Source: an optimization exercise on an open RTL-to-GDS flow (aim: small area, a short achievable clock period and few clock cycles). Production flows keep margins and buffers that such runs may drop.
Power is estimated from default activity; no workload was simulated.

==> module exec_unit, before the edit <==
module exec_unit
(
	input  logic [16-1:0] a,
	input  logic [16-1:0] b,
	input  logic [16-1:0] imm,
	input  logic                   sub,
	input  logic                   bimm,
	input  logic                   arith,
	input  logic                   gsel,
	input  logic                   psel,
	output logic [16-1:0] result
);
	localparam int DW = 16;
	logic [DW-1:0] opb;
	logic [DW-1:0] sum;
	logic [DW:0]   sum_c;
	assign opb = bimm ? imm : (b ^ {DW{sub}});
	assign sum_c = {a, 1'b1} + {opb, sub};
	assign sum   = sum_c[DW:1];
	assign result = ({DW{arith}} & sum)
	              | ({DW{gsel}}  & (a & b))
	              | ({DW{psel}}  & (a ^ b));
endmodule
==> module ooo_core, before the edit <==
module ooo_core
(
	input  logic                   clk,
	input  logic                   rst_n,
	input  logic                   issue,
	input  logic [3:0]             op,
	input  logic [$clog2(8)-1:0]  rs1,
	input  logic [$clog2(8)-1:0]  rs2,
	input  logic [$clog2(8)-1:0]  rd,
	input  logic [16-1:0] imm,
	output logic                   dispatch_stall,
	output logic                   commit_valid,
	output logic [$clog2(8)-1:0]  commit_rd,
	output logic [16-1:0] commit_data
);
	localparam int NR = 8;
	localparam int RW = $clog2(8);
	localparam int DW = 16;
	logic [DW-1:0]          regs [NR];
	logic                   ex_valid;
	logic [RW-1:0]          ex_rd;
	logic [NR-1:0]          ex_sel1;    
	logic [DW-1:0]          ex_b;       
	logic                   ex_sub;     
	logic                   ex_bimm;    
	logic                   ex_arith;   
	logic                   ex_gsel;    
	logic                   ex_psel;    
	logic                   use_rs1;
	logic                   use_imm;
	logic [DW-1:0]          src_a;
	logic [DW-1:0]          src_b;
	logic [DW-1:0]          ex_result;
	logic [NR-1:0]          reg_en;
	logic [DW-1:0]          wdata_0;    
	logic [DW-1:0]          wdata_1;    
	assign dispatch_stall = 1'b0;
	assign use_rs1 = ~(op[2] & op[1]);             
	assign use_imm = op[2] & (op[1] | op[0]);      
	always_ff @(posedge clk)
	begin
		ex_valid <= rst_n & issue;
		ex_rd    <= rd;
		for (int k = 0; k < NR; k++)
			ex_sel1[k] <= (rs1 == RW'(k)) & use_rs1;
		ex_b[DW-1:NR] <= imm[DW-1:NR];
		for (int k = 0; k < NR; k++)
			ex_b[k] <= use_imm ? imm[k] : (rs2 == RW'(k));
		ex_sub   <= (op == 4'd1);
		ex_bimm  <= use_imm;
		ex_arith <= (op == 4'd0) | (op == 4'd1) | (op == 4'd5) | (op == 4'd6);
		ex_gsel  <= (op == 4'd2) | (op == 4'd3);
		ex_psel  <= (op == 4'd4) | (op == 4'd3);
	end
	always_comb
	begin
		src_a = '0;
		src_b = '0;
		for (int k = 0; k < NR; k++)
		begin
			src_a = src_a | ({DW{ex_sel1[k]}} & regs[k]);
			src_b = src_b | ({DW{ex_b[k]}} & regs[k]);
		end
	end
	exec_unit u_exec
	(
		.a      (src_a),
		.b      (src_b),
		.imm    (ex_b),
		.sub    (ex_sub),
		.bimm   (ex_bimm),
		.arith  (ex_arith),
		.gsel   (ex_gsel),
		.psel   (ex_psel),
		.result (ex_result)
	);
	assign wdata_0 = ex_result & {DW{rst_n}};
	assign wdata_1 = ex_result | {DW{~rst_n}};
	always_ff @(posedge clk)
	begin
		for (int k = 0; k < NR; k++)
		begin
			reg_en[k] = ~rst_n | (ex_valid & (ex_rd == RW'(k)));
			if (reg_en[k])
				for (int i = 0; i < DW; i++)
					regs[k][i] <= ((k >> i) & 1) ? wdata_1[i] : wdata_0[i];
		end
	end
	always_ff @(posedge clk)
	begin
		commit_valid <= rst_n & ex_valid;
		commit_rd    <= ex_rd;
		commit_data  <= ex_result;
	end
endmodule
Settings: LEC_CHECK=0, CAP_MARGIN=20, CORE_MARGIN=2, CORE_UTILIZATION=70, PLACE_DENSITY=0.8, SLEW_MARGIN=20; clock period 14.0 ns.
standard.sh (not shown) runs the stock make flow with config.mk's settings and CLKGATE_MAP_FILE= SYNTH_SCRIPT=/design/flow/synth_recipe.tcl, a recipe that flattens the netlist after the stock synthesis.
==> flow/flow/run.sh <==
#!/bin/bash
# The standard layout (standard.sh runs the standard flow's own ORFS make), with the
# resizer asked to repair setup timing to a margin beyond the clock period,
# so that it sizes the critical paths, and the ports buffered with a small
# buffer that the resizer upsizes where timing needs it.
set -euo pipefail
bash standard.sh SETUP_SLACK_MARGIN=10.3 'BUFFER_PORTS_ARGS=-buffer_cell sky130_fd_sc_hd__buf_1' 'CTS_ARGS=-sink_clustering_enable -repair_clock_nets -dont_use_dummy_load -root_buf sky130_fd_sc_hd__clkbuf_16 -buf_list sky130_fd_sc_hd__clkbuf_8 -sink_clustering_size 12 -sink_clustering_max_diameter 50' finish > orfs_make.log 2>&1
The first run completed with no timing, DRC or antenna violations.
Rerun with:
--- a/flow/design.v
+++ b/flow/design.v
@@ -4,7 +4,5 @@
 	input  logic [16-1:0] a,
 	input  logic [16-1:0] b,
-	input  logic [16-1:0] imm,
 	input  logic                   sub,
-	input  logic                   bimm,
 	input  logic                   arith,
 	input  logic                   gsel,
@@ -16,10 +14,10 @@
 	logic [DW-1:0] sum;
 	logic [DW:0]   sum_c;
-	assign opb = bimm ? imm : (b ^ {DW{sub}});
+	assign opb = b ^ {DW{sub}};
 	assign sum_c = {a, 1'b1} + {opb, sub};
 	assign sum   = sum_c[DW:1];
 	assign result = ({DW{arith}} & sum)
-	              | ({DW{gsel}}  & (a & b))
-	              | ({DW{psel}}  & (a ^ b));
+	              | ({DW{gsel}}  & (a & opb))
+	              | ({DW{psel}}  & (a ^ opb));
 endmodule
 `timescale 1ns/100ps
@@ -81,9 +79,9 @@
 	begin
 		src_a = '0;
-		src_b = '0;
+		src_b = {DW{ex_bimm}} & ex_b;
 		for (int k = 0; k < NR; k++)
 		begin
 			src_a = src_a | ({DW{ex_sel1[k]}} & regs[k]);
-			src_b = src_b | ({DW{ex_b[k]}} & regs[k]);
+			src_b = src_b | ({DW{ex_b[k] & ~ex_bimm}} & regs[k]);
 		end
 	end
@@ -92,7 +90,5 @@
 		.a      (src_a),
 		.b      (src_b),
-		.imm    (ex_b),
 		.sub    (ex_sub),
-		.bimm   (ex_bimm),
 		.arith  (ex_arith),
 		.gsel   (ex_gsel),
After rerunning:
- via count is lower slightly
- worst setup slack loses 0.046 ns
- die area is lower by a few percent
- cell count is lower slightly
- wire length is higher slightly
- power is higher by a few percent
- hold slack stays flat
- first-iteration DRC count is lower by a little under a tenth
- critical path depth stays the same
- cell area is lower slightly
- maximum frequency is lower slightly
- combinational power is higher by a few percent
- global-route usage hardly moves
- synthesized cell count is lower by a few percent
No functional check of the RTL was part of any run of this note.

port drivers added, routing unchanged:
The results above use ideal ports. As a check the final layouts listed here were re-extracted and re-timed, cells and wires unchanged.
Step 1, drivers: a clkbuf_16 drives clk and a buf_2 each remaining input, both assumed.
Step 2 also shifts input and output timing later by t, the mid clock arrival at the registers, as if the neighbouring blocks saw the same clock.
Slacks: ideal / step 1 / step 2; pairs: ideal / step 1.
| run | shift t [ns] | slack for setup (ns) | pins driven straight from the clock port |
|---|---|---|---|
| the first run | 0.410 | 10.331 / 10.307 / 9.940 | 1 |
| the second run | 0.410 | 10.285 / 10.295 / 9.893 | 1 |
After both steps every run listed still meets setup and hold. The setup slack of the second run, which loses most, moves by +0.010 ns with the drivers and by -0.392 ns with both steps.
